Background: an optimization exercise with open tools, aiming at small area. Do not read the settings as production practice.
RTL that was checked went through simulation tests only; none was proved equivalent to the original.
Power and IR drop assume default switching activity.

==> run a: inputs <==
## regfile_multiport_sb
module regfile_multiport_sb #(
    parameter int unsigned XLEN  = regfile_pkg::XLEN_DEF,
    parameter int unsigned DEPTH = regfile_pkg::DEPTH_DEF,
    parameter int unsigned NREAD = regfile_pkg::NREAD_DEF,
    localparam int unsigned AW   = $clog2(DEPTH)
) (
    input  logic                  CLK,
    input  logic                  RESET_N,
    input  logic [NREAD*AW-1:0]   RADDR,
    output logic [NREAD*XLEN-1:0] RDATA,
    output logic [NREAD-1:0]      RBUSY,
    input  logic                  WE,
    input  logic [AW-1:0]         WADDR,
    input  logic [XLEN-1:0]       WDATA,
    input  logic                  ISSUE_VALID,
    input  logic [AW-1:0]         ISSUE_RD,
    output logic [AW:0]           PENDING_CNT
);
==> module regfile_scoreboard, before the edit <==
module regfile_scoreboard (
    input  logic        CLK,
    input  logic        RESET_N,
    input  logic        issue_valid_i,
    input  logic [4:0]  issue_rd_i,
    input  logic [4:0]  waddr_i,
    input  logic [31:1] clr_i,
    input  logic [31:1] keep_i,
    output logic [31:1] busy_o,
    output logic [5:0]  pending_cnt_o
);
    logic [31:1] busy_q, busy_d;
    logic [31:1] set_vec;
    logic [5:0]  cnt_q, cnt_d;
    logic        set_any, busy_at_set, busy_at_clr, same_rd;
    logic        inc, dec;
    regfile_dec1 u_sdec (
        .en_i (issue_valid_i),
        .a_i  (issue_rd_i),
        .y_o  (set_vec)
    );
    regfile_rdmux u_set_mux (
        .d_i (busy_q),
        .s_i (set_vec),
        .y_o (busy_at_set)
    );
    regfile_rdmux u_clr_mux (
        .d_i (busy_q),
        .s_i (clr_i),
        .y_o (busy_at_clr)
    );
    always_comb begin
        busy_d  = (busy_q & keep_i) | set_vec;
        set_any = issue_valid_i && (issue_rd_i != 5'd0);
        same_rd = set_any && (issue_rd_i == waddr_i);
        inc     = set_any && !busy_at_set;
        dec     = busy_at_clr && !same_rd;
        cnt_d   = cnt_q + 6'(inc) - 6'(dec);
    end
    always_ff @(posedge CLK or negedge RESET_N) begin
        if (!RESET_N) begin
            busy_q <= '0;
            cnt_q  <= '0;
        end else begin
            busy_q <= busy_d;
            cnt_q  <= cnt_d;
        end
    end
    assign busy_o        = busy_q;
    assign pending_cnt_o = cnt_q;
endmodule
==> module regfile_multiport_sb, before the edit <==
module regfile_multiport_sb #(
    parameter int unsigned XLEN  = regfile_pkg::XLEN_DEF,
    parameter int unsigned DEPTH = regfile_pkg::DEPTH_DEF,
    parameter int unsigned NREAD = regfile_pkg::NREAD_DEF,
    localparam int unsigned AW   = $clog2(DEPTH)
) (
    input  logic                  CLK,
    input  logic                  RESET_N,
    input  logic [NREAD*AW-1:0]   RADDR,
    output logic [NREAD*XLEN-1:0] RDATA,
    output logic [NREAD-1:0]      RBUSY,
    input  logic                  WE,
    input  logic [AW-1:0]         WADDR,
    input  logic [XLEN-1:0]       WDATA,
    input  logic                  ISSUE_VALID,
    input  logic [AW-1:0]         ISSUE_RD,
    output logic [AW:0]           PENDING_CNT
);
    logic [XLEN-1:0]  mem_q [1:DEPTH-1];
    logic [DEPTH-1:1] valid_q;
    logic [DEPTH-1:1] wr_row, hold_row;
    logic [DEPTH-1:1] busy;
    regfile_dec u_wdec (
        .en_i  (WE),
        .a_i   (WADDR),
        .y_o   (wr_row),
        .y_n_o (hold_row)
    );
    for (genvar r = 1; r < DEPTH; r++) begin : g_row
        logic [XLEN-1:0] mem_d;
        for (genvar b = 0; b < XLEN; b++) begin : g_bit
            regfile_hold u_hold (
                .we_i   (wr_row[r]),
                .hold_i (hold_row[r]),
                .w_i    (WDATA[b]),
                .q_i    (mem_q[r][b]),
                .d_o    (mem_d[b])
            );
        end
        always_ff @(posedge CLK) begin
            mem_q[r] <= mem_d;
        end
    end
    always_ff @(posedge CLK or negedge RESET_N) begin
        if (!RESET_N) begin
            valid_q <= '0;
        end else begin
            valid_q <= valid_q | wr_row;
        end
    end
    regfile_scoreboard u_scoreboard (
        .CLK           (CLK),
        .RESET_N       (RESET_N),
        .issue_valid_i (ISSUE_VALID),
        .issue_rd_i    (ISSUE_RD),
        .waddr_i       (WADDR),
        .clr_i         (wr_row),
        .keep_i        (hold_row),
        .busy_o        (busy),
        .pending_cnt_o (PENDING_CNT)
    );
    for (genvar i = 0; i < NREAD; i++) begin : g_rport
        logic [DEPTH-1:1] dec, sel;
        regfile_rdec u_rdec (
            .a_i     (RADDR[i*AW +: AW]),
            .valid_i (valid_q),
            .dec_o   (dec),
            .sel_o   (sel)
        );
        for (genvar b = 0; b < XLEN; b++) begin : g_bit
            logic [DEPTH-1:1] col;
            for (genvar r = 1; r < DEPTH; r++) begin : g_col
                assign col[r] = mem_q[r][b];
            end
            regfile_rdmux u_mux (
                .d_i (col),
                .s_i (sel),
                .y_o (RDATA[i*XLEN + b])
            );
        end
        regfile_rdmux u_busy_mux (
            .d_i (busy),
            .s_i (dec),
            .y_o (RBUSY[i])
        );
    end
endmodule
==> module regfile_dec1, before the edit <==
module regfile_dec1 (
    input  logic        en_i,
    input  logic [4:0]  a_i,
    output logic [31:1] y_o
);
    for (genvar r = 1; r < 32; r++) begin : g_r
        assign y_o[r] = en_i && (a_i == 5'(r));
    end
endmodule
==> module regfile_dec, before the edit <==
module regfile_dec (
    input  logic        en_i,
    input  logic [4:0]  a_i,
    output logic [31:1] y_o,
    output logic [31:1] y_n_o
);
    for (genvar r = 1; r < 32; r++) begin : g_r
        assign y_o[r] = en_i && (a_i == 5'(r));
    end
    assign y_n_o = ~y_o;
endmodule
==> module regfile_rdec, before the edit <==
module regfile_rdec (
    input  logic [4:0]  a_i,
    input  logic [31:1] valid_i,
    output logic [31:1] dec_o,
    output logic [31:1] sel_o
);
    for (genvar r = 1; r < 32; r++) begin : g_r
        assign dec_o[r] = (a_i == 5'(r));
    end
    assign sel_o = dec_o & valid_i;
endmodule
==> flow/config.mk <==
export PLATFORM = sky130hd
export DESIGN_NAME = regfile_multiport_sb
export DESIGN_NICKNAME = regfile_multiport_sb
export VERILOG_FILES = /design/flow/design.v
export SDC_FILE = /design/flow/constraint.sdc
export NUM_CORES = 4
export LEC_CHECK = 0
export CAP_MARGIN = 0
export CORE_MARGIN = 2
export CORE_UTILIZATION = 50
export CTS_BUF_LIST = sky130_fd_sc_hd__clkbuf_4 sky130_fd_sc_hd__clkbuf_8
export GPL_TIMING_DRIVEN = 0
export SLEW_MARGIN = 0
export SYNTH_HIERARCHICAL = 1
==> flow/constraint.sdc <==
create_clock -name core_clock -period 6.0 [get_ports {CLK}]
set_input_delay 1.2000 -clock core_clock [delete_from_list [all_inputs] [get_ports {CLK}]]
set_output_delay 1.2000 -clock core_clock [all_outputs]
set_load 0.01 [all_outputs]
standard.sh (not shown) runs the stock make flow with config.mk's settings and CLKGATE_MAP_FILE= SYNTH_SCRIPT=/design/flow/synth_recipe.tcl, a recipe that flattens the netlist after the stock synthesis.
==> flow/flow/run.sh <==
#!/bin/bash
# Layout: the standard flow (standard.sh), with the input/output port
# buffers made of the smallest buffer, placement repair limited to small
# buffers, and a clock tree built without dummy loads and with larger sink
# clusters. Each tool's output goes to the ORFS logs under orfs/logs; make's
# own output goes to standard.log here.
set -euo pipefail
here=$(pwd)
bash standard.sh \
  'BUFFER_PORTS_ARGS=-buffer_cell sky130_fd_sc_hd__buf_1' \
  "PRE_RESIZE_TCL=$here/flow/pre_resize.tcl" \
  'CTS_ARGS=-sink_clustering_enable -repair_clock_nets -dont_use_dummy_load -buf_list {sky130_fd_sc_hd__clkbuf_4 sky130_fd_sc_hd__clkbuf_8} -sink_clustering_size 16 -sink_clustering_max_diameter 50' \
  finish > standard.log 2>&1
==> flow/flow/pre_resize.tcl <==
# Keep placement repair to small buffers: the high-fanout nets here are
# short and need only modest drive.
set_dont_use [get_lib_cells {sky130_fd_sc_hd__buf_6 sky130_fd_sc_hd__buf_8 sky130_fd_sc_hd__buf_12 sky130_fd_sc_hd__buf_16 sky130_fd_sc_hd__bufbuf_8 sky130_fd_sc_hd__bufbuf_16}]
==> inputs of run b, as changes to run a <==
--- a/flow/design.v
+++ b/flow/design.v
@@ -13,37 +13,22 @@
     input  logic        issue_valid_i,
     input  logic [4:0]  issue_rd_i,
+    input  logic        we_i,
     input  logic [4:0]  waddr_i,
-    input  logic [31:1] clr_i,
-    input  logic [31:1] keep_i,
     output logic [31:1] busy_o,
     output logic [5:0]  pending_cnt_o
 );
     logic [31:1] busy_q, busy_d;
-    logic [31:1] set_vec;
+    logic [31:1] set_vec, clr_vec;
     logic [5:0]  cnt_q, cnt_d;
-    logic        set_any, busy_at_set, busy_at_clr, same_rd;
     logic        inc, dec;
-    regfile_dec1 u_sdec (
-        .en_i (issue_valid_i),
-        .a_i  (issue_rd_i),
-        .y_o  (set_vec)
-    );
-    regfile_rdmux u_set_mux (
-        .d_i (busy_q),
-        .s_i (set_vec),
-        .y_o (busy_at_set)
-    );
-    regfile_rdmux u_clr_mux (
-        .d_i (busy_q),
-        .s_i (clr_i),
-        .y_o (busy_at_clr)
-    );
+    for (genvar r = 1; r < 32; r++) begin : g_r
+        assign set_vec[r] = issue_valid_i && (issue_rd_i == 5'(r));
+        assign clr_vec[r] = we_i && (waddr_i == 5'(r));
+    end
     always_comb begin
-        busy_d  = (busy_q & keep_i) | set_vec;
-        set_any = issue_valid_i && (issue_rd_i != 5'd0);
-        same_rd = set_any && (issue_rd_i == waddr_i);
-        inc     = set_any && !busy_at_set;
-        dec     = busy_at_clr && !same_rd;
-        cnt_d   = cnt_q + 6'(inc) - 6'(dec);
+        busy_d = (busy_q & ~clr_vec) | set_vec;
+        inc    = |(set_vec & ~busy_q);
+        dec    = |(clr_vec & busy_q & ~set_vec);
+        cnt_d  = cnt_q + 6'(inc) - 6'(dec);
     end
     always_ff @(posedge CLK or negedge RESET_N) begin
@@ -114,7 +99,6 @@
         .issue_valid_i (ISSUE_VALID),
         .issue_rd_i    (ISSUE_RD),
+        .we_i          (WE),
         .waddr_i       (WADDR),
-        .clr_i         (wr_row),
-        .keep_i        (hold_row),
         .busy_o        (busy),
         .pending_cnt_o (PENDING_CNT)
@@ -156,13 +140,4 @@
     end
     assign y_n_o = ~y_o;
-endmodule
-module regfile_dec1 (
-    input  logic        en_i,
-    input  logic [4:0]  a_i,
-    output logic [31:1] y_o
-);
-    for (genvar r = 1; r < 32; r++) begin : g_r
-        assign y_o[r] = en_i && (a_i == 5'(r));
-    end
 endmodule
 module regfile_rdec (
==> flow/run.sh (new file) <==
#!/bin/bash
# synth_recipe.tcl (not shown) runs the flow's synth.tcl, then flattens the netlist and writes it again
# the make line also repeats each setting of config.mk as NAME=value (left out here)
make -C /OpenROAD-flow-scripts/flow DESIGN_CONFIG=/design/flow/config.mk WORK_HOME=/design/flow/orfs CLKGATE_MAP_FILE= SYNTH_SCRIPT=/design/flow/synth_recipe.tcl finish
==> flow/config.mk (replaced) <==
export PLATFORM = sky130hd
export DESIGN_NAME = regfile_multiport_sb
export DESIGN_NICKNAME = regfile_multiport_sb
export VERILOG_FILES = /design/flow/design.v
export SDC_FILE = /design/flow/constraint.sdc
export NUM_CORES = 4
export LEC_CHECK = 0
export CAP_MARGIN = 20
export CORE_MARGIN = 2
export CORE_UTILIZATION = 40
export SLEW_MARGIN = 20
export SYNTH_HIERARCHICAL = 1
removed: flow/flow/run.sh
removed: flow/flow/pre_resize.tcl
removed: flow/standard.sh
==> inputs of run c, as changes to run a <==
--- a/flow/design.v
+++ b/flow/design.v
@@ -152,8 +152,19 @@
     output logic [31:1] y_n_o
 );
+    logic [3:0] lo, lo_n;
+    logic [7:0] hi, hi_n;
+    regfile_predec_en u_pre (
+        .en_i (en_i), .a_i (a_i), .lo_n_o (lo_n), .hi_n_o (hi_n)
+    );
+    for (genvar k = 0; k < 4; k++) begin : g_lo
+        regfile_inv u_inv (.a_i (lo_n[k]), .y_o (lo[k]));
+    end
+    for (genvar k = 0; k < 8; k++) begin : g_hi
+        regfile_inv u_inv (.a_i (hi_n[k]), .y_o (hi[k]));
+    end
     for (genvar r = 1; r < 32; r++) begin : g_r
-        assign y_o[r] = en_i && (a_i == 5'(r));
-    end
-    assign y_n_o = ~y_o;
+        regfile_nor2  u_y   (.a_i (lo_n[r % 4]), .b_i (hi_n[r / 4]), .y_o (y_o[r]));
+        regfile_nand2 u_y_n (.a_i (lo[r % 4]),   .b_i (hi[r / 4]),   .y_o (y_n_o[r]));
+    end
 endmodule
 module regfile_dec1 (
@@ -162,6 +173,11 @@
     output logic [31:1] y_o
 );
+    logic [3:0] lo_n;
+    logic [7:0] hi_n;
+    regfile_predec_en u_pre (
+        .en_i (en_i), .a_i (a_i), .lo_n_o (lo_n), .hi_n_o (hi_n)
+    );
     for (genvar r = 1; r < 32; r++) begin : g_r
-        assign y_o[r] = en_i && (a_i == 5'(r));
+        regfile_nor2 u_y (.a_i (lo_n[r % 4]), .b_i (hi_n[r / 4]), .y_o (y_o[r]));
     end
 endmodule
@@ -172,8 +188,101 @@
     output logic [31:1] sel_o
 );
+    logic [3:0] lo_n;
+    logic [7:0] hi_n;
+    regfile_predec u_pre (
+        .a_i (a_i), .lo_n_o (lo_n), .hi_n_o (hi_n)
+    );
     for (genvar r = 1; r < 32; r++) begin : g_r
-        assign dec_o[r] = (a_i == 5'(r));
-    end
-    assign sel_o = dec_o & valid_i;
+        regfile_nor2 u_dec (.a_i (lo_n[r % 4]), .b_i (hi_n[r / 4]), .y_o (dec_o[r]));
+        regfile_and2 u_sel (.a_i (dec_o[r]), .b_i (valid_i[r]), .y_o (sel_o[r]));
+    end
+endmodule
+module regfile_predec (
+    input  logic [4:0] a_i,
+    output logic [3:0] lo_n_o,
+    output logic [7:0] hi_n_o
+);
+    logic [4:0] a_n;
+    for (genvar i = 0; i < 5; i++) begin : g_inv
+        regfile_inv u_inv (.a_i (a_i[i]), .y_o (a_n[i]));
+    end
+    for (genvar k = 0; k < 4; k++) begin : g_lo
+        regfile_nand2 u_lo (
+            .a_i ((k & 1) ? a_i[0] : a_n[0]),
+            .b_i ((k & 2) ? a_i[1] : a_n[1]),
+            .y_o (lo_n_o[k])
+        );
+    end
+    for (genvar k = 0; k < 8; k++) begin : g_hi
+        regfile_nand3 u_hi (
+            .a_i ((k & 1) ? a_i[2] : a_n[2]),
+            .b_i ((k & 2) ? a_i[3] : a_n[3]),
+            .c_i ((k & 4) ? a_i[4] : a_n[4]),
+            .y_o (hi_n_o[k])
+        );
+    end
+endmodule
+module regfile_predec_en (
+    input  logic       en_i,
+    input  logic [4:0] a_i,
+    output logic [3:0] lo_n_o,
+    output logic [7:0] hi_n_o
+);
+    logic [4:0] a_n;
+    for (genvar i = 0; i < 5; i++) begin : g_inv
+        regfile_inv u_inv (.a_i (a_i[i]), .y_o (a_n[i]));
+    end
+    for (genvar k = 0; k < 4; k++) begin : g_lo
+        regfile_nand2 u_lo (
+            .a_i ((k & 1) ? a_i[0] : a_n[0]),
+            .b_i ((k & 2) ? a_i[1] : a_n[1]),
+            .y_o (lo_n_o[k])
+        );
+    end
+    for (genvar k = 0; k < 8; k++) begin : g_hi
+        regfile_nand4 u_hi (
+            .a_i ((k & 1) ? a_i[2] : a_n[2]),
+            .b_i ((k & 2) ? a_i[3] : a_n[3]),
+            .c_i ((k & 4) ? a_i[4] : a_n[4]),
+            .d_i (en_i),
+            .y_o (hi_n_o[k])
+        );
+    end
+endmodule
+module regfile_inv (
+    input  logic a_i,
+    output logic y_o
+);
+    assign y_o = ~a_i;
+endmodule
+module regfile_nand2 (
+    input  logic a_i, b_i,
+    output logic y_o
+);
+    assign y_o = ~(a_i & b_i);
+endmodule
+module regfile_nand3 (
+    input  logic a_i, b_i, c_i,
+    output logic y_o
+);
+    assign y_o = ~(a_i & b_i & c_i);
+endmodule
+module regfile_nand4 (
+    input  logic a_i, b_i, c_i, d_i,
+    output logic y_o
+);
+    assign y_o = ~(a_i & b_i & c_i & d_i);
+endmodule
+module regfile_nor2 (
+    input  logic a_i, b_i,
+    output logic y_o
+);
+    assign y_o = ~(a_i | b_i);
+endmodule
+module regfile_and2 (
+    input  logic a_i, b_i,
+    output logic y_o
+);
+    assign y_o = a_i & b_i;
 endmodule
 module regfile_hold (
--- a/flow/flow/run.sh
+++ b/flow/flow/run.sh
@@ -10,4 +10,4 @@
   'BUFFER_PORTS_ARGS=-buffer_cell sky130_fd_sc_hd__buf_1' \
   "PRE_RESIZE_TCL=$here/flow/pre_resize.tcl" \
-  'CTS_ARGS=-sink_clustering_enable -repair_clock_nets -dont_use_dummy_load -buf_list {sky130_fd_sc_hd__clkbuf_4 sky130_fd_sc_hd__clkbuf_8} -sink_clustering_size 16 -sink_clustering_max_diameter 50' \
+  'CTS_ARGS=-sink_clustering_enable -repair_clock_nets -dont_use_dummy_load -buf_list {sky130_fd_sc_hd__clkbuf_8} -sink_clustering_size 18 -sink_clustering_max_diameter 60' \
   finish > standard.log 2>&1
==> flow/flow/pre_resize.tcl (replaced) <==
# Keep placement repair to small buffers: the high-fanout nets here are
# short and need only modest drive.
set_dont_use [get_lib_cells {sky130_fd_sc_hd__buf_4 sky130_fd_sc_hd__buf_6 sky130_fd_sc_hd__buf_8 sky130_fd_sc_hd__buf_12 sky130_fd_sc_hd__buf_16 sky130_fd_sc_hd__bufbuf_8 sky130_fd_sc_hd__bufbuf_16}]
--- a/flow/config.mk
+++ b/flow/config.mk
@@ -9,6 +9,8 @@
 export CORE_MARGIN = 2
 export CORE_UTILIZATION = 50
-export CTS_BUF_LIST = sky130_fd_sc_hd__clkbuf_4 sky130_fd_sc_hd__clkbuf_8
+export CTS_BUF_LIST = sky130_fd_sc_hd__clkbuf_8
 export GPL_TIMING_DRIVEN = 0
+export PLACE_DENSITY = 0.85
+export SETUP_SLACK_MARGIN = 0.2
 export SLEW_MARGIN = 0
 export SYNTH_HIERARCHICAL = 1
==> results.txt <==
	run c	run a	run b
Outcome	no timing/DRC/antenna violations	no timing/DRC/antenna violations	complete, but fails checks
Layout check failures	-	-	setup timing
WHS Endpoint	valid_q[12]$_DFF_PN0_	-	valid_q[23]$_DFF_PN0_
Adder-Cell Fraction of Synth Area	0.2320%	0.2293%	0.2265%
Post-route non-filler standard cell count	4751	4866	5420
Count of standard-cell rows	104	105	118
Clock latency reported for the late side of the worst-skew pair	0.73 ns	0.81 ns	0.72 ns
Maximum clock frequency	177.4 MHz	178.5 MHz	166.1 MHz
Vias per cell	8.987	8.865	7.925
GR met2 Demand/Resource	55.54%	67.15%	49.60%
Metal3 WL	39840 um	35740 um	34810 um
Power Sequential	9.65 mW	9.68 mW	9.73 mW
Sequential power share	62.2%	59.1%	49.9%
Final critical delay including setup and external delays	5.637 ns	5.603 ns	6.019 ns
Non-clock buffer instance count of the final layout	199	271	341
No functional check of the RTL was part of run b.

## static timing again, ports no longer ideal
The results above use ideal ports. As a check the final layouts listed here were re-extracted and re-timed, cells and wires unchanged.
Step 1 assumes that a clkbuf_16 drives the clock port and a buf_2 every other input.
Step 2 adds t to the input delays and takes it off the output delays; t is the mean of the earliest and latest rising clock arrival at the registers after step 1. Input paths then give back, and output paths get back, about the clock's delay inside the block.
Three values: ideal ports, drivers, drivers and shift; two values: the first two.
run | t, ns | setup WS [ns] | worst setup path at the end | worst register clock-pin slew, ns
run a | 0.853 | 0.397 / 0.371 / 0.183 | input to register | 0.11 / 0.11
run b | 0.788 | -0.019 / -0.050 / -0.050 | input to output | 0.07 / 0.07
run c | 0.784 | 0.363 / 0.256 / 0.161 | input to register | 0.12 / 0.12
The setup slack of run a, which loses most, moves by -0.026 ns with the drivers and by -0.214 ns with both steps.
